Source: an optimization exercise on an open RTL-to-GDS flow (aim: small area, a short achievable clock period and few clock cycles). Production flows keep margins and buffers that such runs may drop.
At most, simulation tests tie the RTL to the original design; equivalence was not proved.

==> run a <==
==> flow/design.v (excerpt) <==
module core_top
(
  input  logic        clk,
  input  logic        rst,
  output logic [31:0] mem_if_addr,
  output logic        mem_if_req,
  input  logic [31:0] mem_if_rdata,
  input  logic        mem_if_ack,
  output logic [31:0] mem_data_addr,
  output logic [15:0] mem_data_wdata,
  output logic        mem_data_we,
  output logic        mem_data_req,
  input  logic [15:0] mem_data_rdata,
  input  logic        mem_data_ack,
  output logic        halted,
  output logic [31:0] current_pc
);
  localparam logic [2:0] C_NOP = 3'd0, C_ALU = 3'd1, C_MOVI = 3'd2, C_LD = 3'd3,
                         C_ST = 3'd4, C_BR = 3'd5, C_HLT = 3'd6;
  function automatic logic [5:0] decode(input logic [7:0] op);
    logic [2:0] c, s;
    c = C_NOP;
    s = 3'd0;
    case (op)
      8'h01: begin c = C_ALU; s = 3'd0; end
      8'h02: begin c = C_ALU; s = 3'd1; end
      8'h03: begin c = C_ALU; s = 3'd2; end
      8'h04: begin c = C_ALU; s = 3'd3; end
      8'h05: begin c = C_ALU; s = 3'd4; end
      8'h10: begin c = C_MOVI; s = 3'd5; end
      8'h20: c = C_LD;
      8'h21: c = C_ST;
      8'h30: begin c = C_BR; s = 3'd0; end
  ...
Settings: LEC_CHECK=0, CAP_MARGIN=20, CORE_MARGIN=2, CORE_UTILIZATION=40, PLACE_DENSITY=0.6, SETUP_SLACK_MARGIN=2.5, SLEW_MARGIN=20; clock period 5.5 ns.
run.sh (not shown) runs the stock make flow with config.mk's settings and CLKGATE_MAP_FILE= SYNTH_SCRIPT=/design/flow/synth_recipe.tcl, a recipe that flattens the netlist after the stock synthesis.
==> inputs of run b, as changes to run a <==
==> flow/design.v (replaced) <==
`timescale 1ns/10ps
`default_nettype none
module core_top
(
  input  logic        clk,
  input  logic        rst,
  output logic [31:0] mem_if_addr,
  output logic        mem_if_req,
  input  logic [31:0] mem_if_rdata,
  input  logic        mem_if_ack,
  output logic [31:0] mem_data_addr,
  output logic [15:0] mem_data_wdata,
  output logic        mem_data_we,
  output logic        mem_data_req,
  input  logic [15:0] mem_data_rdata,
  input  logic        mem_data_ack,
  output logic        halted,
  output logic [31:0] current_pc
);
  localparam logic [2:0] C_NOP = 3'd0, C_ALU = 3'd1, C_MOVI = 3'd2, C_LD = 3'd3,
                         C_ST = 3'd4, C_BR = 3'd5, C_HLT = 3'd6;
  function automatic logic [5:0] decode(input logic [7:0] op);
    logic [2:0] c, s;
    c = C_NOP;
    s = 3'd0;
    case (op)
      8'h01: begin c = C_ALU; s = 3'd0; end
      8'h02: begin c = C_ALU; s = 3'd1; end
      8'h03: begin c = C_ALU; s = 3'd2; end
      8'h04: begin c = C_ALU; s = 3'd3; end
      8'h05: begin c = C_ALU; s = 3'd4; end
      8'h10: c = C_MOVI;
      8'h20: c = C_LD;
      8'h21: c = C_ST;
      8'h30: begin c = C_BR; s = 3'd0; end
      8'h31: begin c = C_BR; s = 3'd1; end
      8'h32: begin c = C_BR; s = 3'd2; end
      8'h33: begin c = C_BR; s = 3'd3; end
      8'hff: c = C_HLT;
      default: ;
    endcase
    decode = {c, s};
  endfunction
  function automatic logic taken(input logic [1:0] s, input logic z, input logic v);
    case (s)
      2'd0: taken = z;
      2'd1: taken = !z;
      2'd2: taken = v;
      default: taken = 1'b1;
    endcase
  endfunction
  logic [31:0] fa;         
  logic        freq;       
  logic        fstop;      
  logic        z_q, v_q;
  logic [15:0] rf [16];
  logic        halted_q;
  logic        dv;
  logic        d_alu, d_sub, d_movi, d_ld, d_st, d_br, d_hlt;
  logic [2:0]  dsub;
  logic [3:0]  drd, drs1;
  logic [3:0]  dib;        
  logic [15:0] dimm;
  logic        ev;
  logic [5:0]  eop;
  logic        ecin;       
  logic [3:0]  erd;
  logic [15:0] opa, opb;
  logic        wv;
  logic [3:0]  wrd;
  logic [15:0] wdat;
  logic        dreq, dwe;
  logic [15:0] daddr, dwdata;
  logic [3:0]  ldrd;
  logic        ack, ldp, ldw, dfree;
  assign ack   = freq && mem_if_ack;
  assign ldp   = dreq && !dwe;               
  assign ldw   = ldp && mem_data_ack;        
  assign dfree = !dreq || mem_data_ack;      
  logic [15:0] sum, lres, res;
  logic [16:0] sum17;
  logic        e_alu, v_res, z_res, z_arith, z_logic, park, ex_free;
  assign e_alu   = ev && (eop[3:0] != 4'b0);
  assign sum17   = {opa, 1'b1} + {opb, ecin};
  assign sum     = sum17[16:1];
  assign lres    = ({16{eop[1]}} & (opa & opb)) | ({16{eop[2]}} & (opa | opb)) |
                   ({16{eop[3]}} & (opa ^ opb));
  assign res     = ({16{eop[0]}} & sum) | lres | ({16{eop[4]}} & opb) | ({16{eop[5]}} & opa);
  assign v_res   = eop[0] && (opa[15] == opb[15]) && (sum[15] != opa[15]);
  assign z_arith = ((opa ^ opb) == {opa[14:0] | opb[14:0], ecin});
  assign z_logic = (lres == 16'h0);
  assign z_res   = eop[0] ? z_arith : z_logic;
  assign park    = ev && ldw;
  assign ex_free = !park;
  logic [15:0] ra, rb;
  logic        fa_hit, fb_hit;
  logic        need_a, need_b, writes, haz;
  logic        rd_alu, rd_ld, rd_st, rd_br, rd_hlt, rd_done, rd_free;
  assign fa_hit = wv && (wrd == drs1);
  assign fb_hit = wv && (wrd == dib);
  always_comb begin
    ra = fa_hit ? wdat : 16'h0;
    rb = fb_hit ? wdat : 16'h0;
    for (int i = 0; i < 16; i++) begin
      ra = ra | ((!fa_hit && drs1 == 4'(i)) ? rf[i] : 16'h0);
      rb = rb | ((!fb_hit && dib == 4'(i)) ? rf[i] : 16'h0);
    end
  end
  assign need_a = d_alu;
  assign need_b = d_alu || d_st;
  assign writes = d_alu || d_movi;
  assign haz = (need_a && ((ldp && ldrd == drs1) || (ev && erd == drs1))) ||
               (need_b && ((ldp && ldrd == dib) || (ev && erd == dib))) ||
               (writes && ldp && ldrd == drd);
  assign rd_alu  = dv && writes && !haz && ex_free;
  assign rd_ld   = dv && d_ld && dfree;
  assign rd_st   = dv && d_st && !haz && dfree;
  assign rd_br   = dv && d_br && !e_alu;
  assign rd_hlt  = dv && d_hlt && dfree;
  assign rd_done = rd_alu || rd_ld || rd_st || rd_br;
  assign rd_free = !dv || rd_done;
  logic [31:0] nw;
  logic [2:0]  ncls, nsub;
  logic        nbr_now, nld_now, nhlt_now, nenter, nreplay, ntaken;
  assign nw = mem_if_rdata;
  assign {ncls, nsub} = decode(nw[31:24]);
  assign ntaken   = taken(nsub[1:0], z_q, v_q);
  assign nbr_now  = (ncls == C_BR) && ((!dv && !e_alu) || nsub[1:0] == 2'd3);
  assign nld_now  = (ncls == C_LD) && !dv && dfree;
  assign nhlt_now = (ncls == C_HLT) && !dv && dfree;
  assign nenter   = ack && (ncls != C_NOP) && !nbr_now && !nld_now && !nhlt_now;
  assign nreplay  = nenter && !rd_free;
  logic fstop_n;
  always_comb begin
    fstop_n = fstop;
    if (nenter && !nreplay && (ncls == C_BR || ncls == C_HLT)) fstop_n = 1'b1;
    if (ack && nhlt_now) fstop_n = 1'b1;
    if (rd_br) fstop_n = 1'b0;
  end
  always_ff @(posedge clk) begin
    if (rst) begin
      fa       <= 32'h0;
      freq     <= 1'b1;
      fstop    <= 1'b0;
      dv       <= 1'b0;
      ev       <= 1'b0;
      wv       <= 1'b0;
      dreq     <= 1'b0;
      z_q      <= 1'b0;
      v_q      <= 1'b0;
      halted_q <= 1'b0;
    end else begin
      fstop <= fstop_n;
      if (ack) begin
        if (nbr_now) fa <= ntaken ? {16'h0, nw[15:0]} : fa + 32'd4;
        else if (ncls != C_BR && ncls != C_HLT && !nreplay) fa <= fa + 32'd4;
      end else if (rd_br) begin
        fa <= taken(dsub[1:0], z_q, v_q) ? {16'h0, dimm} : fa + 32'd4;
      end
      if (freq && !mem_if_ack) freq <= 1'b1;
      else freq <= !fstop_n;
      if (rd_done) dv <= 1'b0;
      if (nenter && !nreplay) dv <= 1'b1;
      if (ex_free) ev <= rd_alu;
      if (e_alu) begin
        z_q <= z_res;
        v_q <= v_res;
      end
      wv <= ldw || ev;
      if (dreq && mem_data_ack) dreq <= 1'b0;
      if ((ack && nld_now) || rd_ld || rd_st) dreq <= 1'b1;
      if (dfree) begin
        dwe    <= dv && d_st;
        daddr  <= dv ? dimm : nw[15:0];
        dwdata <= rb;
        ldrd   <= dv ? drd : nw[23:20];
      end
      if (rd_hlt || (ack && nhlt_now)) halted_q <= 1'b1;
    end
  end
  always_ff @(posedge clk) begin
    if (rd_free) begin
      d_alu  <= (ncls == C_ALU);
      d_sub  <= (ncls == C_ALU) && (nsub == 3'd1);
      d_movi <= (ncls == C_MOVI);
      d_ld   <= (ncls == C_LD);
      d_st   <= (ncls == C_ST);
      d_br   <= (ncls == C_BR);
      d_hlt  <= (ncls == C_HLT);
      dsub   <= nsub;
      drd    <= nw[23:20];
      drs1   <= nw[19:16];
      dib    <= nw[29] ? nw[23:20] : nw[15:12];
      dimm   <= nw[15:0];
    end
    if (ex_free) erd <= drd;
    eop  <= !ex_free ? 6'b100000 :
            d_movi   ? 6'b010000 :
            (dsub == 3'd2) ? 6'b000010 :
            (dsub == 3'd3) ? 6'b000100 :
            (dsub == 3'd4) ? 6'b001000 : 6'b000001;
    ecin <= d_sub;
    opa  <= ex_free ? ra : res;
    opb  <= d_movi ? dimm : (d_sub ? ~rb : rb);
    wrd  <= ldw ? ldrd : erd;
    wdat <= ldw ? mem_data_rdata : res;
  end
  always_ff @(posedge clk) begin
    if (wv) rf[wrd] <= wdat;
  end
  assign mem_if_addr    = fa;
  assign mem_if_req     = freq;
  assign mem_data_addr  = {16'h0, daddr};
  assign mem_data_wdata = dwdata;
  assign mem_data_we    = dwe;
  assign mem_data_req   = dreq;
  assign halted         = halted_q;
  assign current_pc     = fa;
endmodule
`default_nettype wire
==> flow/flow/run.sh (new file) <==
#!/bin/bash
# Standard layout, with plain buffers on the ports instead of the default
# delay cells. Each step's log stays in this folder.
set -euo pipefail
export BUFFER_PORTS_ARGS="-buffer_cell sky130_fd_sc_hd__buf_2"
bash standard.sh synth > synth.log 2>&1
bash standard.sh finish > layout.log 2>&1
==> flow/standard.sh (new file) <==
#!/bin/bash
# synth_recipe.tcl (not shown) runs the flow's synth.tcl, then flattens the netlist and writes it again
# the make line also repeats each setting of config.mk as NAME=value (left out here)
make -C /OpenROAD-flow-scripts/flow DESIGN_CONFIG=/design/flow/config.mk WORK_HOME=/design/flow/orfs CLKGATE_MAP_FILE= SYNTH_SCRIPT=/design/flow/synth_recipe.tcl "${@:-finish}"
- SETUP_SLACK_MARGIN: 2.5 -> 2.2
removed: flow/run.sh
==> flow_summary.yaml <==
clock_network:
  cts_sinks: 437
outcome:
  status: "finished clean"
placed_design:
  dpl_worst_slack_ns: 0.8374
global_routing:
  grt_pass1_vias: 14480
timing:
  fin_skew_ns: 0.04842
die:
  tap_cells: 756
power_and_ir_drop:
  clkPwrFrac: 0.343
The numbers above come from run a.

==> flow_summary.yaml <==
clock_network:
  h-tree-depth: 2
  cts_buffers: 47
timing:
  fin_skew_ns: 0.02994
logic_synthesis:
  synth_common_cells: "335 x edfxtp_1, 128 x a22oi_1, 100 x dfxtp_1"
global_routing:
  grt_pass1_vias: 16950
  grt_max_degree: 40
die:
  tap_cells: 696
layout:
  final_nets: 2107
outcome:
  status: "finished clean"
The numbers above come from run b.

Testbench counts of run b, summed over its fixed seeds: cycles 112,029.
No functional check of the RTL was part of run a.

## separate check: timing with driven ports
No port has a modelled driver above. Below, the same layouts with a new extraction and two added sets of constraints. Step 1 sets driving cells, clkbuf_16 on the clock port and buf_2 on the other inputs (assumed; they add their load-dependent delay and slew). Step 2 moves the port delays by t, midway between the first and last clock arrival at a register: inputs arrive t later, outputs are due t later. That takes back most of the time a late clock gives input paths. Slacks: no drivers / after step 1 / after step 2; pairs: no drivers / after step 1.
run | t, ns | slack for setup (ns) | clock arrival spread, ns | pins driven straight from the clock port
run a | 0.647 | 1.832 / 1.832 / 1.217 | 0.049 / 0.049 | 1
run b | 0.659 | 2.211 / 2.211 / 1.709 | 0.034 / 0.034 | 1
After both steps every run listed still meets setup and hold. The setup slack of run a, which loses most, moves by 0.000 ns with the drivers and by -0.615 ns with both steps.
